Context: an optimization exercise on an open-source flow, tuned for small area. The choices shown serve that exercise and are no tape-out recipe. Only simulation tests tie the RTL to the original design; equivalence was not proved. Power is estimated from default activity; no workload was simulated.

[design/flow/design.v]
package dsp_conv_pkg;
  typedef enum logic [1:0] {
    IDLE = 2'd0,
    LOAD = 2'd1,
    SWAP = 2'd2,
    DONE = 2'd3
  } krnl_state_t;
  function automatic integer krnl_words(input integer kern_sz, input integer img_d);
    krnl_words = kern_sz * kern_sz * img_d;
  endfunction
endpackage
module dsp_onehot_dec #(
  parameter int N = 8,
  parameter int W = 3
) (
  input  logic         i_en,
  input  logic [W-1:0] i_idx,
  output logic [N-1:0] o_onehot
);
  generate
    for (genvar gi = 0; gi < N; gi++) begin : g_bit
      assign o_onehot[gi] = i_en && (i_idx == W'(gi));
    end
  endgenerate
endmodule
module dsp_krnl_load_ctrl #(
  parameter int NUM_TILES = 480,
  parameter int KERN_SZ   = 3,
  parameter int IMG_D     = 6,
  parameter int A_W       = 14,
  parameter int M_W       = 18,
  localparam int KRNL_WORDS = dsp_conv_pkg::krnl_words(KERN_SZ, IMG_D),
  localparam int TILE_W     = $clog2(NUM_TILES)
) (
  input  logic                 clk,
  input  logic                 rst,
  input  logic                 ce,
  input  logic                 cmd_valid,
  output logic                 cmd_ready,
  input  logic [TILE_W-1:0]    cmd_tile,
  input  logic                 cmd_bank,
  input  logic                 cmd_swap,
  input  logic                 s_valid,
  output logic                 s_ready,
  input  logic [M_W-1:0]       s_data,
  output logic [A_W-1:0]       krnl_wraddr,
  output logic [M_W-1:0]       krnl_wrdata,
  output logic [NUM_TILES-1:0] krnl_bram1_wren,
  output logic [NUM_TILES-1:0] krnl_bram2_wren,
  output logic [NUM_TILES-1:0] ld_new_kernel,
  output logic                 busy,
  output logic                 done,
  output logic                 cmd_err
);
  localparam int               IDX_W    = $clog2(KRNL_WORDS);
  localparam logic [IDX_W-1:0] PREV_IDX = IDX_W'(KRNL_WORDS - 2);
  localparam int               LO_W     = 4;
  localparam int               LO_N     = 1 << LO_W;
  localparam int               HI_N     = (NUM_TILES + LO_N - 1) / LO_N;
  dsp_conv_pkg::krnl_state_t r_state;
  logic [TILE_W-1:0]    r_tile;
  logic                 r_bank;
  logic                 r_swap;
  logic                 r_first;    
  logic [IDX_W-1:0]     r_wraddr;   
  logic [M_W-1:0]       r_wrdata;
  logic                 r_wr1;
  logic                 r_wr2;
  logic                 r_ld;
  logic                 r_done;
  logic                 r_cmd_err;
  logic w_cmd_ready, w_s_ready, w_cmd_fire, w_tile_ok, w_beat, w_last;
  assign w_cmd_ready = (r_state == dsp_conv_pkg::IDLE) && ce && !rst;
  assign w_s_ready   = (r_state == dsp_conv_pkg::LOAD) && ce && !rst;
  assign w_cmd_fire  = cmd_valid && w_cmd_ready;
  assign w_tile_ok   = (cmd_tile < TILE_W'(NUM_TILES));
  assign w_beat      = s_valid && w_s_ready;
  assign w_last      = !r_first && (r_wraddr == PREV_IDX);
  always_ff @(posedge clk) begin
    if (rst) begin
      r_state   <= dsp_conv_pkg::IDLE;
      r_tile    <= '0;
      r_bank    <= 1'b0;
      r_swap    <= 1'b0;
      r_first   <= 1'b0;
      r_wraddr  <= '0;
      r_wrdata  <= '0;
      r_wr1     <= 1'b0;
      r_wr2     <= 1'b0;
      r_ld      <= 1'b0;
      r_done    <= 1'b0;
      r_cmd_err <= 1'b0;
    end else begin
      r_wr1     <= w_beat && !r_bank;
      r_wr2     <= w_beat && r_bank;
      r_ld      <= ce && (r_state == dsp_conv_pkg::SWAP);
      r_done    <= ce && (r_state == dsp_conv_pkg::DONE);
      r_cmd_err <= w_cmd_fire && !w_tile_ok;
      if (w_cmd_fire && w_tile_ok) begin
        r_state <= dsp_conv_pkg::LOAD;
        r_tile  <= cmd_tile;
        r_bank  <= cmd_bank;
        r_swap  <= cmd_swap;
        r_first <= 1'b1;
      end
      if (w_beat) begin
        r_wraddr <= r_first ? '0 : r_wraddr + IDX_W'(1);
        r_wrdata <= s_data;
        r_first  <= 1'b0;
        if (w_last) begin
          r_state <= r_swap ? dsp_conv_pkg::SWAP : dsp_conv_pkg::DONE;
        end
      end
      if (ce && (r_state == dsp_conv_pkg::SWAP)) begin
        r_state <= dsp_conv_pkg::DONE;
      end
      if (ce && (r_state == dsp_conv_pkg::DONE)) begin
        r_state <= dsp_conv_pkg::IDLE;
      end
    end
  end
  logic [LO_N-1:0] w_lo_n;
  logic [HI_N-1:0] w_hi1_n, w_hi2_n, w_hild_n;
  logic [TILE_W-LO_W-1:0] w_hi;
  assign w_hi = r_tile[TILE_W-1:LO_W];
  generate
    for (genvar gl = 0; gl < LO_N; gl++) begin : g_lo
      assign w_lo_n[gl] = !(r_tile[LO_W-1:0] == LO_W'(gl));
    end
    for (genvar gh = 0; gh < HI_N; gh++) begin : g_hi
      assign w_hi1_n[gh]  = !(r_wr1 && (w_hi == (TILE_W-LO_W)'(gh)));
      assign w_hi2_n[gh]  = !(r_wr2 && (w_hi == (TILE_W-LO_W)'(gh)));
      assign w_hild_n[gh] = !(r_ld  && (w_hi == (TILE_W-LO_W)'(gh)));
    end
    for (genvar gi = 0; gi < NUM_TILES; gi++) begin : g_out
      assign krnl_bram1_wren[gi] = !(w_hi1_n[gi / LO_N]  || w_lo_n[gi % LO_N]);
      assign krnl_bram2_wren[gi] = !(w_hi2_n[gi / LO_N]  || w_lo_n[gi % LO_N]);
      assign ld_new_kernel[gi]   = !(w_hild_n[gi / LO_N] || w_lo_n[gi % LO_N]);
    end
  endgenerate
  assign cmd_ready   = w_cmd_ready;
  assign s_ready     = w_s_ready;
  assign busy        = (r_state != dsp_conv_pkg::IDLE);
  assign krnl_wraddr = A_W'(r_wraddr);
  assign krnl_wrdata = r_wrdata;
  assign done        = r_done;
  assign cmd_err     = r_cmd_err;
endmodule
[design/flow/flow/run.sh]
#!/bin/bash
# The standard ORFS layout, except that:
# - the port buffers are the smallest buffer cell instead of the one
#   buffer_ports picks by default;
# - gates off the critical paths are downsized after global routing, and
#   flow/post_grt.tcl then repairs the slew, capacitance and timing limits.
set -euo pipefail
export BUFFER_PORTS_ARGS="-buffer_cell sky130_fd_sc_hd__buf_1"
export POST_GLOBAL_ROUTE_TCL="$PWD/flow/post_grt.tcl"
bash standard.sh RECOVER_POWER=100 finish > standard_flow.log 2>&1
[design/flow/flow/post_grt.tcl]
# Runs after global routing. Power recovery has downsized the gates that have
# timing slack, which can break the slew and capacitance limits: repair them,
# then any setup violations, legalising and rerouting after each repair.
estimate_parasitics -global_routing
repair_design_helper
global_route -start_incremental
detailed_placement
global_route -end_incremental
estimate_parasitics -global_routing
repair_timing_helper
global_route -start_incremental
detailed_placement
global_route -end_incremental
check_placement -verbose
[design/flow/standard.sh]
#!/bin/bash
# synth_recipe.tcl (not shown) runs the flow's synth.tcl, then flattens the netlist and writes it again
# the make line also repeats each setting of config.mk as NAME=value (left out here)
make -C /OpenROAD-flow-scripts/flow DESIGN_CONFIG=/design/flow/config.mk WORK_HOME=/design/flow/orfs CLKGATE_MAP_FILE= SYNTH_SCRIPT=/design/flow/synth_recipe.tcl "${@:-finish}"
[design/flow/config.mk]
export PLATFORM = sky130hd
export DESIGN_NAME = dsp_krnl_load_ctrl
export DESIGN_NICKNAME = dsp_krnl_load_ctrl
export VERILOG_FILES = /design/flow/design.v
export SDC_FILE = /design/flow/constraint.sdc
export NUM_CORES = 4
export LEC_CHECK = 0
export CAP_MARGIN = 20
export CORE_AREA = 3 2.72 697 59.84
export CTS_BUF_LIST = sky130_fd_sc_hd__clkbuf_4 sky130_fd_sc_hd__clkbuf_8
export CTS_CLUSTER_DIAMETER = 30
export CTS_CLUSTER_SIZE = 6
export DIE_AREA = 0 0 700 62
export PLACE_DENSITY = 0.7
export SETUP_SLACK_MARGIN = 0.1
export SLEW_MARGIN = 20
[design/flow/constraint.sdc]
create_clock -name core_clock -period 4.0 [get_ports {clk}]
set_input_delay 0.8000 -clock core_clock [delete_from_list [all_inputs] [get_ports {clk}]]
set_output_delay 0.8000 -clock core_clock [all_outputs]
set_load 0.01 [all_outputs]
==> results_dict.tcl, run 1 <==
set metrics [dict create \
    syn_to_final_growth_pct 57.1 \
    cts_htree_levels 2 \
    power.internal_mw 0.595 \
    cts_buffers 5 \
    synth.distinct_cells 38 \
    multiInputGateArea_sq_um 7000 \
    cts_root_buffer "clkbuf_8" \
    hold_class "register to register" \
    antenna_found_initial 0 \
    setup_tns_ns 0 \
    clkPwrFrac 0.319 \
    grt_pass1_vias 11000 \
    syn_avg_cell_area_sq_um 4.56 \
    cts_tree "done" \
    max_freq_ghz 0.256 \
    p_seq_frac 0.471 \
    yosys_warnings 1 \
    gr-total-overflow 0 \
    fp.dieW_microns 700 \
    io_buffer_count 1502 \
    drt_iter0_markers 4807 \
    routabilityCongestion 0.979 \
    finalClockSkew_ns 0.00744 \
    clk_path_buf_depth 2 \
    layout_common_cells "1499 x buf_1, 1480 x nor2_1, 124 x nand2_1" \
    final_common_cell "buf_1" \
    routed_wl_microns 80800 \
    maxSlewHeadroom 0.169 \
    hpwlAfterDp_microns 62300 \
    power.density_nw_per_um2 64.7 \
    tightest_slew_ns 1.25 \
    grt_first_pass_wirelength_microns 93500 \
    ctsResizeCount 0 \
    postCtsSetupBuffers 0 \
    ir_drop_v 0.000111 \
    avgRoutedWirePerCell_microns 20.6 \
    regArea_sq_um 865 \
    core_area_sq_um 39600 \
    die_height_microns 62 \
    drc_errors 0 \
    crit_arrival_ns 3.10 \
    postCtsHoldBufs 0 \
    p_comb_frac 0.210 \
    vias 20100 \
    nFillCells 4704 \
    netlist_instances 2050 \
    p_leak_nw 3.60 \
    p_sw_frac 0.374 \
    crit_fanout 14 \
    drive_gt1_frac 0.0305 \
    setup_viol 0 \
    grt_use_total 0.310 \
    outcome "finished clean" \
    drtAntennaViolNets 0 \
    finalPower_mw 0.950 \
    min_period_ns 3.90 \
    ys_ff_latch 43 \
    crit_path_end_kind "primary output" \
    start_util 0.236 \
    drv_cap 0 \
    viasPerCell 5.14 \
    yosysSeqAreaShare 0.0922 \
    cp.required_ns 3.20 \
    ioPinCount 1511 \
    clk_latency_ns 0.32 \
    die_area_sq_um 43400 \
    drtPass1Iterations 12 \
    min_period_over_period 0.976 \
    cts.sinks 43 \
    hold_ws_ns 0.463 \
    synth_area_sq_um 9340 \
    rows 21 \
    clk_pin_slew_ns 0.09 \
    reg2reg_slack_ns 1.76 \
    drv_slew 0 \
    path_class "register to primary output" \
    power.switching_mw 0.356 \
    start_kind "register" \
    fin_nets 3374 \
    grt_max_degree 91 \
    final-hold-violation-count 0 \
]
## Yosys cell counts, drive strengths merged
| cell type | number | area share |
|---|---|---|
| nand4 | 4 | 0.0027 |
| and4bb | 1 | 0.0013 |
| nand2 | 158 | 0.077 |
| nand3 | 11 | 0.0059 |
| nand3b | 4 | 0.0032 |
| dfxtp | 43 | 0.092 |
| clkbuf | 172 | 0.070 |
| and3 | 5 | 0.0033 |
| nor3b | 2 | 0.0016 |
| or3 | 2 | 0.0019 |
| a21o | 1 | 0.00080 |
| inv | 2 | 0.00080 |
| a21oi | 29 | 0.016 |
| or3b | 3 | 0.0036 |
| conb | 1 | 0.00040 |
| xor2 | 4 | 0.0037 |
| and4 | 1 | 0.00094 |
| ha | 2 | 0.0027 |
| nand2b | 2 | 0.0016 |
| buf | 99 | 0.090 |
| nor2 | 1487 | 0.61 |
| nor2b | 4 | 0.0027 |
| nor3 | 6 | 0.0032 |
| nor4b | 1 | 0.0025 |
| or2 | 2 | 0.0013 |
| o21ai | 1 | 0.00054 |
| and2 | 1 | 0.00067 |
| a31oi | 2 | 0.0013 |
## routing by layer
layer  track usage  routed length [microns]  vias to the layer above  share of wire
li1              -                        -                     8556              -
met2         0.314                    28500                     1825           0.35
met3         0.141                    14800                      180           0.18
met1         0.518                    36600                     9564           0.45
met4        0.0139                      698                        4         0.0086
met5             0                      145                        -         0.0018
## sequential cells by signal (all words and copies together) (netlist names), 2 cells and up
register,count
r_wrdata,18
r_tile,9
r_state,2
r_wraddr,6
## power by group through the flow
stage / Clock (mW) / Sequential (mW) / Combinational [mW]
floorplan: 0 / 0.451 / 0.124
finish: 0.303 / 0.448 / 0.199
global placement: 0 / 0.457 / 0.199
detailed placement: 0 / 0.458 / 0.198
CTS: 0.308 / 0.448 / 0.199
## worst max-delay path: stages (launching register included)
cell,delay (ns)
dfxtp_1,0.40
or3_1,0.48
nor2_2,0.46
nand2_1,0.58
clkbuf_2,0.47
nor2_1,0.18
buf_1,0.20
## cell type report
class                   instances  share of cell area
diodes                          1            0.000171
clock buffers                   6             0.00520
clock inverters                 2            0.000853
inverters                       2            0.000512
multi-input cells            1741               0.477
flip-flops and latches         43              0.0589
well taps                     575              0.0490
repair buffers               1545               0.409
## metrics by stage
stage | instance area [sq um] | util | instances | worst slack [ns]
after floorplan | 9370 | - | 2057 | 1.74
after CTS | 15000 | 0.377 | 3913 | 0.417
final | 14700 | 0.370 | 3915 | 0.0972
after detailed placement | 14900 | 0.375 | 3905 | 0.769
after global placement | 14900 | 0.375 | 3905 | 0.777
## cells by family (layout without fill, tap and decap cells)
| family | after synthesis | in the layout | share of synthesized area |
|---|---|---|---|
| adders and majority gates | 2 | 2 | 0.00268 |
| buffers and inverters | 273 | 1555 | 0.161 |
| AOI/OAI and AO/OA | 33 | 33 | 0.0182 |
| and+or+nand+nor | 1694 | 1694 | 0.722 |
| other | 1 | 9 | 0.000401 |
| xor gates and xnor gates | 4 | 4 | 0.00375 |
| DFF | 43 | 43 | 0.0922 |
## path summary, 6_finish.rpt
path                                          startpoint  cells after the start                  endpoint
worst min-delay path            r_wrdata[6]$_SDFFE_PP0N_                      2  r_wrdata[6]$_SDFFE_PP0N_
worst max register to register     r_state[0]$_SDFF_PP0_                      4  r_wraddr[0]$_SDFFE_PP0N_
worst min register to register  r_wrdata[6]$_SDFFE_PP0N_                      2  r_wrdata[6]$_SDFFE_PP0N_
worst max-delay path              r_tile[6]$_SDFFE_PP0P_                      6      krnl_bram2_wren[269]
==> run 2: changes to the inputs <==
==> design/flow/flow/run.sh (replaced) <==
#!/bin/bash
# The standard ORFS layout, except that:
# - the port buffers are the smallest buffer cell instead of the one
#   buffer_ports picks by default;
# - gates off the critical paths are downsized after global routing, and
#   flow/post_grt.tcl then repairs the slew, capacitance and timing limits;
# - pins may sit on adjacent routing tracks, so that a shorter die holds them.
set -euo pipefail
export BUFFER_PORTS_ARGS="-buffer_cell sky130_fd_sc_hd__buf_1"
export PLACE_PINS_ARGS="-min_distance 1 -min_distance_in_tracks"
export POST_GLOBAL_ROUTE_TCL="$PWD/flow/post_grt.tcl"
bash standard.sh RECOVER_POWER=100 finish > standard_flow.log 2>&1
==> design/flow/config.mk (replaced) <==
export PLATFORM = sky130hd
export DESIGN_NAME = dsp_krnl_load_ctrl
export DESIGN_NICKNAME = dsp_krnl_load_ctrl
export VERILOG_FILES = /design/flow/design.v
export SDC_FILE = /design/flow/constraint.sdc
export NUM_CORES = 4
export LEC_CHECK = 0
export CAP_MARGIN = 20
export CORE_AREA = 3 2.72 557 59.84
export CTS_BUF_LIST = sky130_fd_sc_hd__clkbuf_4 sky130_fd_sc_hd__clkbuf_8
export CTS_CLUSTER_DIAMETER = 30
export CTS_CLUSTER_SIZE = 6
export DIE_AREA = 0 0 560 62
export SETUP_SLACK_MARGIN = 0.15
export SLEW_MARGIN = 20
==> results_dict.tcl, run 2 <==
set metrics [dict create \
    p_comb_frac 0.205 \
    cts_tree "done" \
    p_sw_frac 0.345 \
    clk_pin_slew_ns 0.08 \
    final-hold-violation-count 0 \
    core_area_sq_um 31600 \
    drive_gt1_frac 0.0282 \
    fp.dieW_microns 560 \
    cp.required_ns 3.20 \
    synth.distinct_cells 38 \
    fin_nets 3401 \
    cts_htree_levels 2 \
    crit_fanout 43 \
    cts.sinks 43 \
    yosys_warnings 1 \
    synth_edf_count 0 \
    postCtsSetupBuffers 0 \
    antenna_found_initial 9 \
    rows 21 \
    finalClockSkew_ns 0.00883 \
    drv_cap 0 \
    synth_top_cell_by_area "nor2_1" \
    dpl_cell_area_sq_um 14800 \
    drc_errors 0 \
    post-synth-top-count-cell "nor2_1" \
    synth.area.top_cells "nor2_1 59%, dfxtp_1 9.2%, clkbuf_1 6.8%" \
    power.density_nw_per_um2 68.7 \
    power.internal_mw 0.664 \
    max_freq_ghz 0.257 \
    hpwlAfterDp_microns 61000 \
    die_height_microns 62 \
    synth_common_cells "1471 x nor2_1, 169 x clkbuf_1, 113 x nand2_1" \
    viasPerCell 5.66 \
    path_class "register to primary output" \
    ioPinCount 1511 \
    stdcell_area_sq_um 14800 \
    crit_arrival_ns 3.09 \
    largest_register "r_wrdata" \
    clk_latency_ns 0.30 \
    cts_root_buffer "clkbuf_8" \
    min_period_over_period 0.973 \
    grt_max_degree 91 \
    ir_drop_v 0.000125 \
    drt_iter0_markers 6645 \
    nFillCells 3668 \
    min_period_ns 3.89 \
    crit_path_end_kind "primary output" \
    routabilityCongestion 1.54 \
    die_area_sq_um 34700 \
    grt_first_pass_wirelength_microns 108000 \
    tightest_slew_ns 1.26 \
    async_reset_ff_frac 0 \
    setup_tns_ns 0 \
    maxSlewHeadroom 0.162 \
    syn_to_final_growth_pct 58.1 \
    outcome "finished clean" \
    final_common_cell "nor2_1" \
    netlist_instances 2050 \
    avgRoutedWirePerCell_microns 21.9 \
    clkPwrFrac 0.346 \
    drtAntennaViolNets 0 \
    start_util 0.296 \
    synth_top_area_share 0.591 \
    cts_buffers 5 \
    reg_top3 "r_wrdata: 18 flops, r_tile: 9 flops, r_wraddr: 6 flops" \
    start_kind "register" \
    synth_area_sq_um 9340 \
    power.switching_mw 0.350 \
    synthFlopType "dfxtp_1" \
    io_buffer_count 1502 \
    hold_class "register to register" \
    drtPass1Iterations 35 \
    gr-total-overflow 0 \
    clk_path_buf_depth 2 \
    p_leak_nw 3.73 \
    syn_avg_cell_area_sq_um 4.56 \
    grt_use_total 0.417 \
    layout_common_cells "1481 x nor2_1, 1478 x buf_1, 143 x nand2_1" \
    ys_ff_latch 43 \
    setup_viol 0 \
    p_seq_frac 0.449 \
    postCtsHoldBufs 0 \
    grt_pass1_vias 15700 \
    ctsResizeCount 0 \
    largest_register_ff_count 18 \
    drv_slew 0 \
    vias 21700 \
    routed_wl_microns 84100 \
    yosysSeqAreaShare 0.0922 \
]
## run 2: final timing paths
kind | start | to | slack, ns | cells after the start
worst max register to register | r_state[0]$_SDFF_PP0_ | r_wraddr[0]$_SDFFE_PP0N_ | 1.87 | 4
worst min register to register | r_bank$_SDFFE_PP0P_ | r_wr1$_SDFF_PP0_ | 0.44 | 1
worst min-delay path | r_bank$_SDFFE_PP0P_ | r_wr1$_SDFF_PP0_ | 0.44 | 1
worst max-delay path | r_tile[0]$_SDFFE_PP0P_ | krnl_bram2_wren[444] | 0.11 | 5
## run 2: kinds of logic (layout without fill, tap and decap cells)
| family | count (synthesis) | count (layout) | share of synthesized area |
|---|---|---|---|
| DFF | 43 | 43 | 0.0922 |
| and+or+nand+nor | 1694 | 1694 | 0.722 |
| buffers and inverters | 273 | 1582 | 0.161 |
| adders and majority gates | 2 | 2 | 0.00268 |
| other | 1 | 17 | 0.000401 |
| xor gates and xnor gates | 4 | 4 | 0.00375 |
| AOI/OAI and AO/OA | 33 | 33 | 0.0182 |
## run 2: final cells by class
class	count	area (sq um)	area share
Timing Repair Buffer	1572	6210	0.420
Inverter	2	7.51	0.000508
Clock inverter	3	46.3	0.00314
Sequential cell	43	865	0.0585
Tap cell	460	576	0.0390
Antenna cell	9	22.5	0.00153
Multi-Input combinational cell	1741	6970	0.472
Clock buffer	5	68.8	0.00466
## run 2: worst max-delay path, stage by stage (launching register included)
cell and delay, ns:
dfxtp_1 0.45, nor2_1 0.61, nand3_4 0.69, clkbuf_4 0.56, nor2_1 0.16, buf_1 0.21
## run 2: stage by stage
stage	utilization	std cells	hold slack (ns)	setup slack [ns]	power, mW
2_1_floorplan	-	2057	0.406	1.74	0.575
3_3_place_gp	0.467	3811	0.417	0.719	0.649
3_5_place_dp	0.467	3811	0.426	0.729	0.650
4_1_cts	0.470	3819	0.439	0.379	0.999
6_report	0.467	3835	0.445	0.107	1.01
## run 2: metal layers
| metal | vias up | GRT usage | routed length [microns] |
|---|---|---|---|
| met3 | 1051 | 0.259 | 16700 |
| met1 | 9340 | 0.516 | 29600 |
| li1 | 8616 | - | - |
| met4 | 32 | 0.239 | 6280 |
| met5 | - | 0.114 | 543 |
| met2 | 2670 | 0.535 | 31000 |
## run 2: power by group through the flow
stage	logic [mW]	registers (mW)	clock network [mW]
2_1_floorplan	0.124	0.451	0
3_5_place_dp	0.188	0.462	0
6_report	0.208	0.456	0.350
4_1_cts	0.188	0.452	0.358
3_3_place_gp	0.187	0.461	0
==> run 3: changes to the inputs <==
--- a/design/flow/design.v
+++ b/design/flow/design.v
@@ -54,7 +54,7 @@
 );
   localparam int               IDX_W    = $clog2(KRNL_WORDS);
   localparam logic [IDX_W-1:0] PREV_IDX = IDX_W'(KRNL_WORDS - 2);
-  localparam int               LO_W     = 4;
+  localparam int               LO_W     = 5;
   localparam int               LO_N     = 1 << LO_W;
   localparam int               HI_N     = (NUM_TILES + LO_N - 1) / LO_N;
   dsp_conv_pkg::krnl_state_t r_state;
@@ -77,12 +77,20 @@
   assign w_beat      = s_valid && w_s_ready;
   assign w_last      = !r_first && (r_wraddr == PREV_IDX);
   always_ff @(posedge clk) begin
+    if (w_cmd_fire && w_tile_ok) begin
+      r_tile  <= cmd_tile;
+      r_bank  <= cmd_bank;
+      r_swap  <= cmd_swap;
+    end
+    if (w_cmd_fire && w_tile_ok) begin
+      r_first <= 1'b1;
+    end else if (w_beat) begin
+      r_first <= 1'b0;
+    end
+  end
+  always_ff @(posedge clk) begin
     if (rst) begin
       r_state   <= dsp_conv_pkg::IDLE;
-      r_tile    <= '0;
-      r_bank    <= 1'b0;
-      r_swap    <= 1'b0;
-      r_first   <= 1'b0;
       r_wraddr  <= '0;
       r_wrdata  <= '0;
       r_wr1     <= 1'b0;
@@ -98,15 +106,10 @@
       r_cmd_err <= w_cmd_fire && !w_tile_ok;
       if (w_cmd_fire && w_tile_ok) begin
         r_state <= dsp_conv_pkg::LOAD;
-        r_tile  <= cmd_tile;
-        r_bank  <= cmd_bank;
-        r_swap  <= cmd_swap;
-        r_first <= 1'b1;
       end
       if (w_beat) begin
         r_wraddr <= r_first ? '0 : r_wraddr + IDX_W'(1);
         r_wrdata <= s_data;
-        r_first  <= 1'b0;
         if (w_last) begin
           r_state <= r_swap ? dsp_conv_pkg::SWAP : dsp_conv_pkg::DONE;
         end
==> design/flow/flow/run.sh (replaced) <==
#!/bin/bash
# The standard ORFS layout, except that:
# - the port buffers are the smallest buffer cell instead of the one
#   buffer_ports picks by default;
# - gates off the critical paths are downsized after global routing, and
#   flow/post_grt.tcl then repairs the slew, capacitance and timing limits.
set -euo pipefail
export BUFFER_PORTS_ARGS="-buffer_cell sky130_fd_sc_hd__buf_1"
export POST_GLOBAL_ROUTE_TCL="$PWD/flow/post_grt.tcl"
bash standard.sh RECOVER_POWER=100 finish > standard_flow.log 2>&1
--- a/design/flow/config.mk
+++ b/design/flow/config.mk
@@ -6,10 +6,10 @@
 export NUM_CORES = 4
 export LEC_CHECK = 0
 export CAP_MARGIN = 20
-export CORE_AREA = 3 2.72 557 59.84
+export CORE_AREA = 3 2.72 757 59.84
 export CTS_BUF_LIST = sky130_fd_sc_hd__clkbuf_4 sky130_fd_sc_hd__clkbuf_8
 export CTS_CLUSTER_DIAMETER = 30
 export CTS_CLUSTER_SIZE = 6
-export DIE_AREA = 0 0 560 62
-export SETUP_SLACK_MARGIN = 0.15
+export DIE_AREA = 0 0 760 62
+export SETUP_SLACK_MARGIN = 0.1
 export SLEW_MARGIN = 20
==> results_dict.tcl, run 3 <==
set metrics [dict create \
    synthAdderAreaFrac 0.00281 \
    gr-total-overflow 0 \
    syn_to_final_growth_pct 66.1 \
    cp_top_family "simple AND/OR/NAND/NOR gates" \
    tightest_slew_ns 1.25 \
    path_buf_inv 2 \
    grt_first_pass_wirelength_microns 102000 \
    setup_viol 0 \
    die_height_microns 62 \
    fin_nets 3332 \
    synthSimpleGateAreaFrac 0.702 \
    async_reset_ff_frac 0 \
    hpwlAfterDp_microns 64400 \
    synth_top_family_by_area "simple AND/OR/NAND/NOR gates" \
    routed_wl_microns 84200 \
    min_period_ns 3.85 \
    start_util 0.207 \
    postCtsHoldBufs 0 \
    antenna_found_initial 1 \
    finalPower_mw 0.965 \
    syn_avg_cell_area_sq_um 4.45 \
    crit_arrival_ns 3.05 \
    drtPass1Iterations 6 \
    drc_errors 0 \
    ctsResizeCount 0 \
    setup_tns_ns 0 \
    largest_register "r_wrdata" \
    drt_iter0_markers 3717 \
    p_leak_nw 3.57 \
    power.internal_mw 0.669 \
    rows 21 \
    path_class "register to primary output" \
    p_seq_frac 0.482 \
    power.switching_mw 0.297 \
    avgRoutedWirePerCell_microns 21.5 \
    routabilityCongestion 0.930 \
    netlist_instances 1998 \
    grt_use_total 0.309 \
    ioPinCount 1511 \
    path_cells "nor2b_2 -> nand2_1 -> clkbuf_1 -> nor2_1 -> buf_1" \
    crit_path_end_kind "primary output" \
    core_area_sq_um 43000 \
    yosysSeqAreaShare 0.109 \
    synth_edf_count 11 \
    yosys_warnings 1 \
    cts_root_buffer "clkbuf_8" \
    grt_pass1_vias 12100 \
    synthFlopType "dfxtp_1" \
    hold_class "register to register" \
    p_sw_frac 0.308 \
    clkPwrFrac 0.377 \
    synth.distinct_cells 39 \
    cts.sinks 43 \
    cts_tree "done" \
    crit_fanout 22 \
    postCtsSetupBuffers 0 \
    io_buffer_count 1502 \
    cts_htree_levels 2 \
    drtAntennaViolNets 0 \
    synth.area.top_cells "nor2_1 61%, buf_2 8.1%, dfxtp_1 7.2%" \
    die_area_sq_um 47100 \
    vias 19200 \
    synth_top_area_share 0.610 \
    final_common_cell "buf_1" \
    slowest_delay_ns 0.77 \
    nFillCells 5245 \
    maxSlewHeadroom 0.167 \
    reg_top3 "r_wrdata: 18 flops, r_tile: 9 flops, r_wraddr: 6 flops" \
    ir_drop_v 0.000124 \
    grt_max_degree 46 \
    cp.required_ns 3.20 \
    synth-compound-area-share 0.0345 \
    slowest_stage "nand2_1" \
    finalClockSkew_ns 0.00910 \
    power.density_nw_per_um2 65.4 \
    synth_area_sq_um 8890 \
    post-synth-top-count-cell "nor2_1" \
    synth_common_cells "1445 x nor2_1, 144 x buf_2, 91 x buf_1" \
    max_freq_ghz 0.260 \
    viasPerCell 4.90 \
    layout_common_cells "1499 x buf_1, 1445 x nor2_1, 43 x nand2_1" \
    synth_top_cell_by_area "nor2_1" \
    clk_path_buf_depth 2 \
    outcome "finished clean" \
    largest_register_ff_count 18 \
    clk_pin_slew_ns 0.09 \
    final-hold-violation-count 0 \
    cts_buffers 5 \
    min_period_over_period 0.962 \
    start_kind "register" \
    synthXorXnorAreaFrac 0 \
    synth_mux_area_frac 0 \
    drv_slew 0 \
    drv_cap 0 \
    ys_ff_latch 43 \
    fp.dieW_microns 760 \
    p_comb_frac 0.142 \
    clk_latency_ns 0.32 \
    drive_gt1_frac 0.0370 \
]
## run 3: power by group through the flow
stage,logic (mW),registers [mW],clock network (mW)
after floorplan,0.0812,0.471,0
after global placement,0.129,0.474,0
after detailed placement,0.130,0.475,0
after CTS,0.131,0.465,0.373
final,0.137,0.465,0.364
## run 3: area by class of cell
cell class,count,area [sq um],area share
flip-flops and latches,43,971,0.0657
repair buffers,1580,6160,0.417
clock buffers,5,68.8,0.00466
well taps,621,777,0.0526
inverters,6,22.5,0.00152
diodes,2,5.00,0.000339
clock inverters,3,43.8,0.00296
multi-input cells,1660,6720,0.455
## run 3: path summary, 6_finish.rpt
kind	slack, ns	end	start	cells past startpoint
worst max-delay path	0.15	ld_new_kernel[75]	r_tile[4]$_DFFE_PP_	5
worst min-delay path	0.43	r_wr1$_SDFF_PP0_	r_bank$_DFFE_PP_	1
worst max register to register	1.57	r_first$_SDFFE_PP1N_	r_state[0]$_SDFF_PP0_	6
worst min register to register	0.43	r_wr1$_SDFF_PP0_	r_bank$_DFFE_PP_	1
## run 3: metal layers
layer | vias up | share of wire | GRT usage
li1 | 8436 | - | -
met1 | 9351 | 0.45 | 0.469
met2 | 1362 | 0.37 | 0.356
met3 | 74 | 0.17 | 0.169
met4 | 4 | 0.0039 | 0.0217
met5 | - | 0.0012 | 0.0450
## run 3: metrics by stage
step,utilization,std cells,hold WS (ns),area [sq um],setup WS (ns)
after CTS,0.345,3915,0.436,14800,0.317
after floorplan,-,2005,0.401,8920,1.68
final,0.343,3920,0.434,14800,0.153
after detailed placement,0.342,3907,0.424,14700,0.683
after global placement,0.342,3906,0.423,14700,0.790
## run 3: cell families after synthesis
group | count (synthesis)
AO/OA/AOI/OAI | 57
adder cells (fa/ha/maj) | 2
buffers and inverters | 302
flip-flops | 43
other | 1
AND/OR/NAND/NOR | 1593
## run 3: worst register-to-register path, stage by stage (launching register included)
cell,delay [ns]
dfxtp_1,0.44
nand4bb_1,0.18
clkbuf_1,0.40
inv_1,0.18
clkbuf_1,0.77
nand2_1,0.19
o2bb2ai_1,0.17
==> run 4: changes to the inputs <==
--- a/design/flow/design.v
+++ b/design/flow/design.v
@@ -54,7 +54,7 @@
 );
   localparam int               IDX_W    = $clog2(KRNL_WORDS);
   localparam logic [IDX_W-1:0] PREV_IDX = IDX_W'(KRNL_WORDS - 2);
-  localparam int               LO_W     = 5;
+  localparam int               LO_W     = 4;
   localparam int               LO_N     = 1 << LO_W;
   localparam int               HI_N     = (NUM_TILES + LO_N - 1) / LO_N;
   dsp_conv_pkg::krnl_state_t r_state;
@@ -64,8 +64,7 @@
   logic                 r_first;    
   logic [IDX_W-1:0]     r_wraddr;   
   logic [M_W-1:0]       r_wrdata;
-  logic                 r_wr1;
-  logic                 r_wr2;
+  logic                 r_wr;       
   logic                 r_ld;
   logic                 r_done;
   logic                 r_cmd_err;
@@ -77,39 +76,34 @@
   assign w_beat      = s_valid && w_s_ready;
   assign w_last      = !r_first && (r_wraddr == PREV_IDX);
   always_ff @(posedge clk) begin
-    if (w_cmd_fire && w_tile_ok) begin
-      r_tile  <= cmd_tile;
-      r_bank  <= cmd_bank;
-      r_swap  <= cmd_swap;
-    end
-    if (w_cmd_fire && w_tile_ok) begin
-      r_first <= 1'b1;
-    end else if (w_beat) begin
-      r_first <= 1'b0;
-    end
-  end
-  always_ff @(posedge clk) begin
     if (rst) begin
       r_state   <= dsp_conv_pkg::IDLE;
+      r_tile    <= '0;
+      r_bank    <= 1'b0;
+      r_swap    <= 1'b0;
+      r_first   <= 1'b0;
       r_wraddr  <= '0;
       r_wrdata  <= '0;
-      r_wr1     <= 1'b0;
-      r_wr2     <= 1'b0;
+      r_wr      <= 1'b0;
       r_ld      <= 1'b0;
       r_done    <= 1'b0;
       r_cmd_err <= 1'b0;
     end else begin
-      r_wr1     <= w_beat && !r_bank;
-      r_wr2     <= w_beat && r_bank;
+      r_wr      <= w_beat;
       r_ld      <= ce && (r_state == dsp_conv_pkg::SWAP);
       r_done    <= ce && (r_state == dsp_conv_pkg::DONE);
       r_cmd_err <= w_cmd_fire && !w_tile_ok;
       if (w_cmd_fire && w_tile_ok) begin
         r_state <= dsp_conv_pkg::LOAD;
+        r_tile  <= cmd_tile;
+        r_bank  <= cmd_bank;
+        r_swap  <= cmd_swap;
+        r_first <= 1'b1;
       end
       if (w_beat) begin
         r_wraddr <= r_first ? '0 : r_wraddr + IDX_W'(1);
         r_wrdata <= s_data;
+        r_first  <= 1'b0;
         if (w_last) begin
           r_state <= r_swap ? dsp_conv_pkg::SWAP : dsp_conv_pkg::DONE;
         end
@@ -131,8 +125,8 @@
       assign w_lo_n[gl] = !(r_tile[LO_W-1:0] == LO_W'(gl));
     end
     for (genvar gh = 0; gh < HI_N; gh++) begin : g_hi
-      assign w_hi1_n[gh]  = !(r_wr1 && (w_hi == (TILE_W-LO_W)'(gh)));
-      assign w_hi2_n[gh]  = !(r_wr2 && (w_hi == (TILE_W-LO_W)'(gh)));
+      assign w_hi1_n[gh]  = !(r_wr && !r_bank && (w_hi == (TILE_W-LO_W)'(gh)));
+      assign w_hi2_n[gh]  = !(r_wr && r_bank && (w_hi == (TILE_W-LO_W)'(gh)));
       assign w_hild_n[gh] = !(r_ld  && (w_hi == (TILE_W-LO_W)'(gh)));
     end
     for (genvar gi = 0; gi < NUM_TILES; gi++) begin : g_out
==> results_dict.tcl, run 4 <==
set metrics [dict create \
    slowest_stage "nor2b_1" \
    power.density_nw_per_um2 64.0 \
    largest_register "r_wrdata" \
    viasPerCell 4.96 \
    clk_path_buf_depth 2 \
    postCtsHoldBufs 0 \
    largest_register_ff_count 18 \
    drc_errors 0 \
    yosysSeqAreaShare 0.0900 \
    hpwlAfterDp_microns 61800 \
    async_reset_ff_frac 0 \
    fin_nets 3358 \
    postCtsSetupBuffers 0 \
    start_util 0.217 \
    regArea_sq_um 841 \
    cts_buffers 5 \
    crit_arrival_ns 2.98 \
    routed_wl_microns 80500 \
    syn_to_final_growth_pct 57.7 \
    grt_pass1_vias 11400 \
    synth.area.top_cells "nor2_1 60%, dfxtp_1 9.0%, clkbuf_1 7.0%" \
    drt_iter0_markers 3865 \
    die_area_sq_um 47100 \
    die_height_microns 62 \
    worst-path-stages 5 \
    fin_util 0.342 \
    avgRoutedWirePerCell_microns 20.4 \
    drive_gt1_frac 0.0265 \
    clk_pin_slew_ns 0.09 \
    pre_cts_ws_ns 0.839 \
    synth_top_cell_by_area "nor2_1" \
    clk_latency_ns 0.33 \
    ctsResizeCount 0 \
    cp.required_ns 3.20 \
    cts.sinks 42 \
    setup_ws_ns 0.223 \
    synth.distinct_cells 42 \
    routabilityCongestion 0.973 \
    cts_root_buffer "clkbuf_8" \
    rows 21 \
    core_area_sq_um 43000 \
    gr-total-overflow 0 \
    netlist_instances 2038 \
    path_class "register to primary output" \
    ioPinCount 1511 \
    finalClockSkew_ns 0.0122 \
    hold_class "register to register" \
    start_kind "register" \
    nFillCells 5217 \
    reg_top3 "r_wrdata: 18 flops, r_tile: 9 flops, r_wraddr: 6 flops" \
    multiInputGateArea_sq_um 7010 \
    grt_first_pass_wirelength_microns 94900 \
    drv_slew 0 \
    min_period_ns 3.78 \
    p_leak_nw 3.67 \
    synth_area_sq_um 9340 \
    crit_path_end_kind "primary output" \
    outcome "finished clean" \
    final_common_cell "buf_1" \
    setup_tns_ns 0 \
    min_period_over_period 0.944 \
    synth_top_area_share 0.597 \
    vias 19600 \
    cts_htree_levels 2 \
    drv_cap 0 \
    ir_drop_v 0.0000937 \
    synthFlopType "dfxtp_1" \
    ys_ff_latch 42 \
    r2r_cells 6 \
    drtPass1Iterations 6 \
    slowest_delay_ns 0.68 \
    crit_fanout 76 \
    antenna_found_initial 1 \
    cp_top_family "simple AND/OR/NAND/NOR gates" \
    post-synth-top-count-cell "nor2_1" \
    path_cells "nor2b_1 -> nand2_4 -> buf_4 -> nor2_1 -> buf_1" \
    layout_common_cells "1500 x buf_1, 1490 x nor2_1, 113 x nand2_1" \
    tightest_slew_ns 1.26 \
    syn_avg_cell_area_sq_um 4.58 \
    synth_edf_count 0 \
    yosys_warnings 1 \
    final-hold-violation-count 0 \
    drtAntennaViolNets 0 \
    synth_common_cells "1484 x nor2_1, 173 x clkbuf_1, 101 x nand2_1" \
    maxSlewHeadroom 0.163 \
    hold_depth 2 \
    grt_use_total 0.288 \
    setup_viol 0 \
    fp.dieW_microns 760 \
    grt_max_degree 91 \
    path_buf_inv 2 \
    io_buffer_count 1502 \
    cts_tree "done" \
    max_freq_ghz 0.265 \
]
[run 4: kinds of logic (layout without fill, tap and decap cells)]
kind of cell               count (synthesis)  in the layout  synth area share
and+or+nand+nor                         1698           1698             0.728
buffers and inverters                    275           1553             0.160
DFF                                       42             42            0.0900
AOI/OAI and AO/OA                          9              9           0.00683
muxes                                      7              7           0.00750
xor gates and xnor gates                   4              4           0.00375
adders and majority gates                  2              2           0.00268
other                                      1             10          0.000402
[run 4: metrics by stage]
step	instances	hold slack, ns	area, sq um	power [mW]
6_report	3946	0.470	14700	0.942
4_1_cts	3941	0.472	15000	0.967
3_5_place_dp	3933	0.457	14900	0.656
3_3_place_gp	3933	0.445	14900	0.654
2_1_floorplan	2045	0.419	9360	0.574
[run 4: area by class of cell]
class,instances,area share
diodes,2,0.000340
clock buffers,5,0.00467
clock inverters,3,0.00144
inverters,5,0.00127
multi-input cells,1728,0.476
flip-flops and latches,42,0.0571
well taps,621,0.0528
repair buffers,1540,0.406
[run 4: path summary, 6_finish.rpt]
| path | startpoint | to | slack [ns] |
|---|---|---|---|
| max reg2reg | r_state[0]$_SDFF_PP0_ | r_wraddr[0]$_SDFFE_PP0P_ | 1.59 |
| min reg2reg | r_wrdata[14]$_SDFFE_PP0P_ | r_wrdata[14]$_SDFFE_PP0P_ | 0.47 |
| max | r_tile[2]$_SDFFE_PP0P_ | ld_new_kernel[21] | 0.22 |
| min | r_wrdata[14]$_SDFFE_PP0P_ | r_wrdata[14]$_SDFFE_PP0P_ | 0.47 |
[run 4: report_power, final]
part / switching [mW] / internal (mW) / leakage, nW / total, mW
sequential: 0.0132 / 0.426 / 0.340 / 0.439
combinational: 0.166 / 0.0363 / 3.28 / 0.202
clock: 0.178 / 0.123 / 0.0441 / 0.301
[run 4: layer usage]
layer	routed length, microns	part of all wire	GRT usage
met5	230	0.0029	0
met4	367	0.0046	0.0107
met3	14500	0.18	0.137
met2	28600	0.36	0.297
met1	36700	0.46	0.474
[run 4: tightest hold or removal path: cells and delay by family (launching register included)]
kind | cells | cell delay (ns)
and+or+nand+nor | 1 | 0.05
DFF | 1 | 0.32
AOI/OAI and AO/OA | 1 | 0.05
==> run 5: changes to the inputs <==
--- a/design/flow/design.v
+++ b/design/flow/design.v
@@ -64,7 +64,8 @@
   logic                 r_first;    
   logic [IDX_W-1:0]     r_wraddr;   
   logic [M_W-1:0]       r_wrdata;
-  logic                 r_wr;       
+  logic                 r_wr1;
+  logic                 r_wr2;
   logic                 r_ld;
   logic                 r_done;
   logic                 r_cmd_err;
@@ -84,12 +85,14 @@
       r_first   <= 1'b0;
       r_wraddr  <= '0;
       r_wrdata  <= '0;
-      r_wr      <= 1'b0;
+      r_wr1     <= 1'b0;
+      r_wr2     <= 1'b0;
       r_ld      <= 1'b0;
       r_done    <= 1'b0;
       r_cmd_err <= 1'b0;
     end else begin
-      r_wr      <= w_beat;
+      r_wr1     <= w_beat && !r_bank;
+      r_wr2     <= w_beat && r_bank;
       r_ld      <= ce && (r_state == dsp_conv_pkg::SWAP);
       r_done    <= ce && (r_state == dsp_conv_pkg::DONE);
       r_cmd_err <= w_cmd_fire && !w_tile_ok;
@@ -116,18 +119,34 @@
       end
     end
   end
+  localparam int HA_W = 2;
+  localparam int HA_N = 1 << HA_W;
+  localparam int HB_W = TILE_W - LO_W - HA_W;
+  localparam int HB_N = 1 << HB_W;
   logic [LO_N-1:0] w_lo_n;
   logic [HI_N-1:0] w_hi1_n, w_hi2_n, w_hild_n;
-  logic [TILE_W-LO_W-1:0] w_hi;
-  assign w_hi = r_tile[TILE_W-1:LO_W];
+  logic [HA_N-1:0] w_ha1, w_ha2, w_hald;
+  logic [HB_N-1:0] w_hb;
+  logic [HA_W-1:0] w_ha_idx;
+  logic [HB_W-1:0] w_hb_idx;
+  assign w_ha_idx = r_tile[LO_W +: HA_W];
+  assign w_hb_idx = r_tile[LO_W + HA_W +: HB_W];
   generate
     for (genvar gl = 0; gl < LO_N; gl++) begin : g_lo
       assign w_lo_n[gl] = !(r_tile[LO_W-1:0] == LO_W'(gl));
     end
+    for (genvar ga = 0; ga < HA_N; ga++) begin : g_ha
+      assign w_ha1[ga]  = r_wr1 && (w_ha_idx == HA_W'(ga));
+      assign w_ha2[ga]  = r_wr2 && (w_ha_idx == HA_W'(ga));
+      assign w_hald[ga] = r_ld  && (w_ha_idx == HA_W'(ga));
+    end
+    for (genvar gb = 0; gb < HB_N; gb++) begin : g_hb
+      assign w_hb[gb] = (w_hb_idx == HB_W'(gb));
+    end
     for (genvar gh = 0; gh < HI_N; gh++) begin : g_hi
-      assign w_hi1_n[gh]  = !(r_wr && !r_bank && (w_hi == (TILE_W-LO_W)'(gh)));
-      assign w_hi2_n[gh]  = !(r_wr && r_bank && (w_hi == (TILE_W-LO_W)'(gh)));
-      assign w_hild_n[gh] = !(r_ld  && (w_hi == (TILE_W-LO_W)'(gh)));
+      assign w_hi1_n[gh]  = !(w_ha1[gh % HA_N]  && w_hb[gh / HA_N]);
+      assign w_hi2_n[gh]  = !(w_ha2[gh % HA_N]  && w_hb[gh / HA_N]);
+      assign w_hild_n[gh] = !(w_hald[gh % HA_N] && w_hb[gh / HA_N]);
     end
     for (genvar gi = 0; gi < NUM_TILES; gi++) begin : g_out
       assign krnl_bram1_wren[gi] = !(w_hi1_n[gi / LO_N]  || w_lo_n[gi % LO_N]);
==> results_dict.tcl, run 5 <==
set metrics [dict create \
    outcome "finished clean" \
    grt_use_total 0.280 \
    power.density_nw_per_um2 67.9 \
    drtPass1Iterations 6 \
    io_buffer_count 1502 \
    final_common_cell "buf_1" \
    p_leak_nw 3.60 \
    postCtsHoldBufs 0 \
    grt_max_degree 82 \
    vias 19300 \
    path_cells "nor3b_1 -> clkbuf_2 -> nand2_1 -> clkbuf_2 -> nor2_1 -> buf_1" \
    cts_htree_levels 2 \
    final-hold-violation-count 0 \
    synthFlopType "dfxtp_1" \
    synth_top_area_share 0.621 \
    fin_util 0.341 \
    dpl_cell_area_sq_um 14800 \
    cpMostUsedCell "clkbuf_2" \
    instances_no_fill 3947 \
    diodes 0 \
    slowest_delay_ns 0.59 \
    fin_nets 3361 \
    place_inst 3938 \
    drtAntennaViolNets 0 \
    drc_errors 0 \
    drt_iter0_markers 4001 \
    clk_latency_ns 0.32 \
    crit_path_end_kind "primary output" \
    hpwlAfterDp_microns 60400 \
    synth.area.top_cells "nor2_1 62%, dfxtp_1 9.7%, clkbuf_1 7.7%" \
    core_area_sq_um 43000 \
    crit_arrival_ns 3.06 \
    ir_drop_v 0.000112 \
    tightest_slew_ns 1.24 \
    min_period_ns 3.86 \
    ioPinCount 1511 \
    clk_path_buf_depth 2 \
    syn_avg_cell_area_sq_um 4.36 \
    slowest_stage "nand2_1" \
    antenna_found_initial 0 \
    hold_depth 2 \
    cp.required_ns 3.20 \
    die_area_sq_um 47100 \
    synth_common_cells "1467 x nor2_1, 183 x clkbuf_1, 142 x nand2_1" \
    synth_edf_count 0 \
    max_freq_ghz 0.259 \
    start_kind "register" \
    setup_viol 0 \
    r2r_cells 5 \
    cts_tree "done" \
    synth_area_sq_um 8870 \
    async_reset_ff_frac 0 \
    ctsResizeCount 0 \
    ys_ff_latch 43 \
    reg_top3 "r_wrdata: 18 flops, r_tile: 9 flops, r_wraddr: 6 flops" \
    reg2reg_slack_ns 1.43 \
    largest_register "r_wrdata" \
    avgRoutedWirePerCell_microns 20.0 \
    yosys_warnings 1 \
    setup_tns_ns 0 \
    pre_cts_ws_ns 0.789 \
    synth.distinct_cells 39 \
    cts_root_buffer "clkbuf_8" \
    routabilityCongestion 0.905 \
    finalClockSkew_ns 0.00956 \
    hold_ws_ns 0.461 \
    drive_gt1_frac 0.0232 \
    cts.sinks 43 \
    synth_top_cell_by_area "nor2_1" \
    post-synth-top-count-cell "nor2_1" \
    path_class "register to primary output" \
    drv_slew 0 \
    viasPerCell 4.90 \
    routed_wl_microns 79000 \
    hold_class "register to register" \
    finalPower_mw 0.998 \
    cts_buffers 5 \
    gr-total-overflow 0 \
    largest_register_ff_count 18 \
    path_buf_inv 3 \
    r2r_start "r_state[0]$_SDFF_PP0_" \
    yosysSeqAreaShare 0.0970 \
    cp_top_family "buffers and inverters" \
    start_util 0.206 \
    hp-start "r_wrdata[0]$_SDFFE_PP0N_" \
    timing.rr.end "r_wraddr[0]$_SDFFE_PP0N_" \
    netlist_instances 2036 \
    grt_pass1_vias 11000 \
    drv_cap 0 \
    die_height_microns 62 \
    rows 21 \
    layout_common_cells "1495 x buf_1, 1467 x nor2_1, 134 x nand2_1" \
    min_to "r_wrdata[0]$_SDFFE_PP0N_" \
    fp.dieW_microns 760 \
    maxSlewHeadroom 0.175 \
    syn_to_final_growth_pct 65.7 \
    min_period_over_period 0.965 \
    clk_pin_slew_ns 0.09 \
    grt_first_pass_wirelength_microns 92800 \
    stdcell_area_sq_um 14700 \
    setup_ws_ns 0.142 \
    postCtsSetupBuffers 0 \
    crit_fanout 12 \
]
run 5: where the power goes:
| part | leakage [nW] | internal [mW] | switching, mW |
|---|---|---|---|
| Sequential | 0.348 | 0.435 | 0.0129 |
| Combinational | 3.20 | 0.0352 | 0.175 |
| Clock | 0.0505 | 0.158 | 0.182 |
| Total | 3.60 | 0.628 | 0.370 |
run 5: cell families (layout without fill, tap and decap cells):
logic type / after synthesis / count (layout) / synth area share
AO/OA/AOI/OAI: 24 / 24 / 0.0147
XOR/XNOR: 4 / 4 / 0.00395
adder cells (fa/ha/maj): 2 / 2 / 0.00282
buffers and inverters: 287 / 1570 / 0.141
flip-flops: 43 / 43 / 0.0970
multiplexers: 7 / 7 / 0.00790
other: 1 / 8 / 0.000423
AND/OR/NAND/NOR: 1668 / 1668 / 0.732
run 5: worst max path at each step:
stage | from | end | slack, ns | cells past startpoint
finish | r_tile[8]$_SDFFE_PP0P_ | ld_new_kernel[312] | 0.14 | 6
CTS | r_tile[0]$_SDFFE_PP0P_ | ld_new_kernel[333] | 0.42 | 5
detailed placement | r_tile[0]$_SDFFE_PP0P_ | ld_new_kernel[333] | 0.79 | 5
global placement | r_tile[0]$_SDFFE_PP0P_ | ld_new_kernel[333] | 0.80 | 5
floorplan | r_tile[6]$_SDFFE_PP0P_ | krnl_bram2_wren[304] | 1.82 | 6
run 5: worst reg2reg max path: stages (launching register included):
cell	delay (ns)
dfxtp_1	0.48
nand4bb_1	0.44
inv_1	0.38
nand2_1	0.55
or3_1	0.52
a21oi_1	0.12
run 5: area by class of cell:
type                       count  area [sq um]
clock buffer                   7          96.3
clock inverter                 1          7.51
fill                        5296         28300
inverter                       4          15.0
multi-input combinational   1713          6860
sequential                    43           861
tap                          621           777
timing repair buffer        1558          6080
run 5: per-layer routing:
| layer | vias up | wire length (microns) | track usage |
|---|---|---|---|
| li1 | 8494 | - | - |
| met2 | 1489 | 28900 | 0.291 |
| met5 | - | 0 | 0.00459 |
| met1 | 9298 | 37200 | 0.489 |
| met3 | 66 | 12600 | 0.0840 |
| met4 | 0 | 244 | 0.00900 |
==> run 6: changes to the inputs <==
==> design/flow/design.v (replaced) <==
package dsp_conv_pkg;
  typedef enum logic [1:0] {
    IDLE = 2'd0,
    LOAD = 2'd1,
    SWAP = 2'd2,
    DONE = 2'd3
  } krnl_state_t;
  function automatic integer krnl_words(input integer kern_sz, input integer img_d);
    krnl_words = kern_sz * kern_sz * img_d;
  endfunction
endpackage
module dsp_onehot_dec #(
  parameter int N = 8,
  parameter int W = 3
) (
  input  logic         i_en,
  input  logic [W-1:0] i_idx,
  output logic [N-1:0] o_onehot
);
  generate
    for (genvar gi = 0; gi < N; gi++) begin : g_bit
      assign o_onehot[gi] = i_en && (i_idx == W'(gi));
    end
  endgenerate
endmodule
module dsp_krnl_load_ctrl #(
  parameter int NUM_TILES = 480,
  parameter int KERN_SZ   = 3,
  parameter int IMG_D     = 6,
  parameter int A_W       = 14,
  parameter int M_W       = 18,
  localparam int KRNL_WORDS = dsp_conv_pkg::krnl_words(KERN_SZ, IMG_D),
  localparam int TILE_W     = $clog2(NUM_TILES)
) (
  input  logic                 clk,
  input  logic                 rst,
  input  logic                 ce,
  input  logic                 cmd_valid,
  output logic                 cmd_ready,
  input  logic [TILE_W-1:0]    cmd_tile,
  input  logic                 cmd_bank,
  input  logic                 cmd_swap,
  input  logic                 s_valid,
  output logic                 s_ready,
  input  logic [M_W-1:0]       s_data,
  output logic [A_W-1:0]       krnl_wraddr,
  output logic [M_W-1:0]       krnl_wrdata,
  output logic [NUM_TILES-1:0] krnl_bram1_wren,
  output logic [NUM_TILES-1:0] krnl_bram2_wren,
  output logic [NUM_TILES-1:0] ld_new_kernel,
  output logic                 busy,
  output logic                 done,
  output logic                 cmd_err
);
  localparam int               IDX_W    = $clog2(KRNL_WORDS);
  localparam logic [IDX_W-1:0] PREV_IDX = IDX_W'(KRNL_WORDS - 2);
  localparam int               LO_W     = 5;
  localparam int               LO_N     = 1 << LO_W;
  localparam int               HI_N     = (NUM_TILES + LO_N - 1) / LO_N;
  localparam logic [2:0] S_IDLE   = 3'b000;
  localparam logic [2:0] S_IDLE_D = 3'b001;   
  localparam logic [2:0] S_IDLE_E = 3'b010;   
  localparam logic [2:0] S_LOAD   = 3'b100;
  localparam logic [2:0] S_SWAP   = 3'b101;
  localparam logic [2:0] S_DONE   = 3'b110;
  localparam logic [2:0] S_DONE_L = 3'b111;   
  logic [2:0]           r_state;
  logic [TILE_W-1:0]    r_tile;
  logic                 r_bank;
  logic                 r_swap;
  logic                 r_first;    
  logic [IDX_W-1:0]     r_wraddr;   
  logic [M_W-1:0]       r_wrdata;
  logic                 r_wr;       
  logic w_idle, w_load, w_swap, w_done;
  logic w_cmd_ready, w_s_ready, w_cmd_fire, w_tile_ok, w_beat, w_last;
  assign w_idle      = !r_state[2];
  assign w_load      = (r_state == S_LOAD);
  assign w_swap      = (r_state == S_SWAP);
  assign w_done      = r_state[2] && r_state[1];
  assign w_cmd_ready = w_idle && ce && !rst;
  assign w_s_ready   = w_load && ce && !rst;
  assign w_cmd_fire  = cmd_valid && w_cmd_ready;
  assign w_tile_ok   = (cmd_tile < TILE_W'(NUM_TILES));
  assign w_beat      = s_valid && w_s_ready;
  assign w_last      = !r_first && (r_wraddr == PREV_IDX);
  always_ff @(posedge clk) begin
    if (rst) begin
      r_state  <= S_IDLE;
      r_tile   <= '0;
      r_bank   <= 1'b0;
      r_swap   <= 1'b0;
      r_first  <= 1'b0;
      r_wraddr <= '0;
      r_wrdata <= '0;
      r_wr     <= 1'b0;
    end else begin
      r_wr <= w_beat;
      if (w_idle) begin
        r_state <= S_IDLE;
        if (w_cmd_fire) begin
          r_state <= w_tile_ok ? S_LOAD : S_IDLE_E;
        end
      end else if (ce) begin
        if (w_swap) begin
          r_state <= S_DONE_L;
        end else if (w_done) begin
          r_state <= S_IDLE_D;
        end else if (w_beat && w_last) begin
          r_state <= r_swap ? S_SWAP : S_DONE;
        end
      end else if (r_state == S_DONE_L) begin
        r_state <= S_DONE;
      end
      if (w_cmd_fire && w_tile_ok) begin
        r_tile  <= cmd_tile;
        r_bank  <= cmd_bank;
        r_swap  <= cmd_swap;
        r_first <= 1'b1;
      end
      if (w_beat) begin
        r_wraddr <= r_first ? '0 : r_wraddr + IDX_W'(1);
        r_wrdata <= s_data;
        r_first  <= 1'b0;
      end
    end
  end
  logic w_fl1, w_fl2, w_flld;
  logic [LO_N-1:0] w_lo_n;
  logic [HI_N-1:0] w_hi1_n, w_hi2_n, w_hild_n;
  logic [TILE_W-LO_W-1:0] w_hi;
  assign w_hi   = r_tile[TILE_W-1:LO_W];
  assign w_fl1  = r_wr && !r_bank;
  assign w_fl2  = r_wr && r_bank;
  assign w_flld = (r_state == S_DONE_L);
  generate
    for (genvar gl = 0; gl < LO_N; gl++) begin : g_lo
      assign w_lo_n[gl] = !(r_tile[LO_W-1:0] == LO_W'(gl));
    end
    for (genvar gh = 0; gh < HI_N; gh++) begin : g_hi
      assign w_hi1_n[gh]  = !(w_fl1  && (w_hi == (TILE_W-LO_W)'(gh)));
      assign w_hi2_n[gh]  = !(w_fl2  && (w_hi == (TILE_W-LO_W)'(gh)));
      assign w_hild_n[gh] = !(w_flld && (w_hi == (TILE_W-LO_W)'(gh)));
    end
    for (genvar gi = 0; gi < NUM_TILES; gi++) begin : g_out
      assign krnl_bram1_wren[gi] = !(w_hi1_n[gi / LO_N]  || w_lo_n[gi % LO_N]);
      assign krnl_bram2_wren[gi] = !(w_hi2_n[gi / LO_N]  || w_lo_n[gi % LO_N]);
      assign ld_new_kernel[gi]   = !(w_hild_n[gi / LO_N] || w_lo_n[gi % LO_N]);
    end
  endgenerate
  assign cmd_ready   = w_cmd_ready;
  assign s_ready     = w_s_ready;
  assign busy        = r_state[2];
  assign krnl_wraddr = A_W'(r_wraddr);
  assign krnl_wrdata = r_wrdata;
  assign done        = !r_state[2] && r_state[0];
  assign cmd_err     = !r_state[2] && r_state[1];
endmodule
==> results_dict.tcl, run 6 <==
set metrics [dict create \
    power.density_nw_per_um2 64.3 \
    p_sw_frac 0.336 \
    hold_ws_ns 0.484 \
    async_reset_ff_frac 0 \
    drt_iter0_markers 3815 \
    synth_area_sq_um 8620 \
    stdcell_area_sq_um 14700 \
    diodes 0 \
    cts_tree "done" \
    top_usage_layer "met1" \
    ys_ff_latch 40 \
    setup_viol 0 \
    crit_path_end_kind "primary output" \
    fin_nets 3377 \
    synth.distinct_cells 34 \
    core_area_sq_um 43000 \
    grt_pass1_vias 12400 \
    place_inst 3955 \
    drive_gt1_frac 0.0386 \
    outcome "finished clean" \
    power.internal_mw 0.629 \
    clk_pin_slew_ns 0.09 \
    path_buf_inv 2 \
    largest_register "r_wrdata" \
    hold_class "register to register" \
    fin_util 0.342 \
    layout_common_cells "1496 x buf_1, 1467 x nor2_1, 92 x nand2_1" \
    clk_latency_ns 0.32 \
    postCtsSetupBuffers 0 \
    path_cells "and3_1 -> nand2_2 -> buf_2 -> nor2_1 -> buf_1" \
    grt_first_pass_wirelength_microns 105000 \
    ctsResizeCount 0 \
    final-hold-violation-count 0 \
    drv_cap 0 \
    antenna_found_initial 4 \
    slowest_delay_ns 0.72 \
    vias 19400 \
    yosysSeqAreaShare 0.0929 \
    p_seq_frac 0.443 \
    ir_drop_v 0.0000998 \
    max_freq_ghz 0.265 \
    tightest_slew_ns 1.17 \
    finalClockSkew_ns 0.00662 \
    instances_no_fill 3963 \
    drtAntennaViolNets 0 \
    largest_register_ff_count 18 \
    cp_top_family "simple AND/OR/NAND/NOR gates" \
    post-synth-top-count-cell "nor2_1" \
    cp.required_ns 3.20 \
    use_met1 0.464 \
    routed_wl_microns 85400 \
    p_leak_nw 3.65 \
    syn_avg_cell_area_sq_um 4.22 \
    crit_arrival_ns 2.97 \
    cts_root_buffer "clkbuf_8" \
    clkPwrFrac 0.384 \
    rows 21 \
    start_util 0.200 \
    cts_buffers 5 \
    netlist_instances 2041 \
    fp.dieW_microns 760 \
    clk_path_buf_depth 2 \
    power.switching_mw 0.318 \
    avgRoutedWirePerCell_microns 21.6 \
    path_class "register to primary output" \
    synth.area.top_cells "nor2_1 64%, clkbuf_1 11%, dfxtp_1 9.3%" \
    synth_common_cells "1467 x nor2_1, 242 x clkbuf_1, 139 x nand2_1" \
    crit_fanout 21 \
    io_buffer_count 1502 \
    maxSlewHeadroom 0.219 \
    cts.sinks 40 \
    start_kind "register" \
    ioPinCount 1511 \
    synth_top_cell_by_area "nor2_1" \
    use_met3 0.204 \
    grt_use_total 0.319 \
    grt_max_degree 46 \
    routabilityCongestion 0.980 \
    p_comb_frac 0.173 \
    gr-total-overflow 0 \
    drc_errors 0 \
    slowest_stage "and3_1" \
    reg_top3 "r_wrdata: 18 flops, r_tile: 9 flops, r_wraddr: 6 flops" \
    min_period_ns 3.77 \
    nFillCells 5244 \
    synth_top_area_share 0.639 \
    setup_tns_ns 0 \
    dpl_cell_area_sq_um 14700 \
    yosys_warnings 1 \
    synth_edf_count 0 \
    drtPass1Iterations 6 \
    postCtsHoldBufs 0 \
    die_height_microns 62 \
    syn_to_final_growth_pct 70.8 \
    drv_slew 0 \
    viasPerCell 4.90 \
    min_period_over_period 0.942 \
    final_common_cell "buf_1" \
    cts_htree_levels 2 \
    die_area_sq_um 47100 \
    grtUsageMet2 0.368 \
    hpwlAfterDp_microns 65300 \
    synthFlopType "dfxtp_1" \
]
## run 6: tightest hold or removal path, stage by stage (launching register included)
cell      delay [ns]
dfxtp_1         0.33
nand3b_1        0.08
nand2_1         0.05
## run 6: path summary, 6_finish.rpt
check	from	endpoint	slack [ns]	depth (start not counted)
worst max-delay path	r_state[2]$_SDFF_PP0_	ld_new_kernel[10]	0.23	5
worst min register to register	r_wrdata[12]$_SDFFE_PP0P_	r_wrdata[12]$_SDFFE_PP0P_	0.48	2
worst max register to register	r_state[2]$_SDFF_PP0_	r_state[1]$_SDFFE_PP0P_	1.85	4
worst min-delay path	r_wrdata[12]$_SDFFE_PP0P_	r_wrdata[12]$_SDFFE_PP0P_	0.48	2
## run 6: logic make-up after synthesis
group / synth area share
adders and majority gates: 0.00290
xor gates and xnor gates: 0.00203
other: 0.000435
buffers and inverters: 0.135
AOI/OAI and AO/OA: 0.0128
DFF: 0.0929
and+or+nand+nor: 0.754
## run 6: layer usage
layer | wire (microns) | vias up
met5 | 333 | -
met4 | 437 | 2
met3 | 16600 | 80
met2 | 30600 | 1354
met1 | 37500 | 9456
li1 | - | 8521
## run 6: through the flow
step | power [mW] | worst slack, ns
after detailed placement | 0.584 | 0.772
after floorplan | 0.512 | 1.74
final | 0.947 | 0.231
after global placement | 0.584 | 0.819
after CTS | 0.940 | 0.404
## run 6: final cells by class
cell class                      instances  area, sq um  share of cell area
Clock buffer                            5         68.8             0.00467
Clock inverter                          3         46.3             0.00314
Inverter                                5         18.8             0.00127
Multi-Input combinational cell       1708         6840               0.465
Sequential cell                        40          801              0.0544
Tap cell                              621          777              0.0528
Timing Repair Buffer                 1581         6170               0.419
## run 6: power by group through the flow
stage / logic, mW / registers [mW] / clock network, mW
6_report: 0.164 / 0.420 / 0.363
2_1_floorplan: 0.0891 / 0.423 / 0
4_1_cts: 0.157 / 0.419 / 0.364
3_5_place_dp: 0.156 / 0.428 / 0
3_3_place_gp: 0.157 / 0.428 / 0

static timing again, ports no longer ideal:
The results above use ideal ports. As a check the final layouts listed here were re-extracted and re-timed, cells and wires unchanged. Step 1 (the two cells are an assumption about what drives the block):
set clk [get_ports {clk}]
set_driving_cell -lib_cell sky130_fd_sc_hd__clkbuf_16 $clk
set_driving_cell -lib_cell sky130_fd_sc_hd__buf_2 [delete_from_list [all_inputs] $clk]
Step 2 adds t to the input delays and takes it off the output delays; t is the mean of the earliest and latest rising clock arrival at the registers after step 1. Input paths then give back, and output paths get back, about the clock's delay inside the block. Slacks: no drivers / after step 1 / after step 2; pairs: no drivers / after step 1.
run | t (ns) | setup slack, ns | worst setup path at the end | worst register clock-pin slew, ns | pins driven straight from the clock port
run 1 | 0.343 | 0.097 / 0.075 / 0.418 | register to output | 0.09 / 0.09 | 1
run 2 | 0.327 | 0.107 / 0.080 / 0.407 | register to output | 0.09 / 0.09 | 1
run 3 | 0.341 | 0.153 / 0.127 / 0.468 | register to output | 0.09 / 0.09 | 1
run 4 | 0.347 | 0.223 / 0.199 / 0.546 | register to output | 0.10 / 0.10 | 1
run 5 | 0.344 | 0.142 / 0.117 / 0.460 | register to output | 0.10 / 0.10 | 1
run 6 | 0.346 | 0.231 / 0.201 / 0.546 | register to output | 0.09 / 0.09 | 1
After both steps every run listed still meets setup and hold.
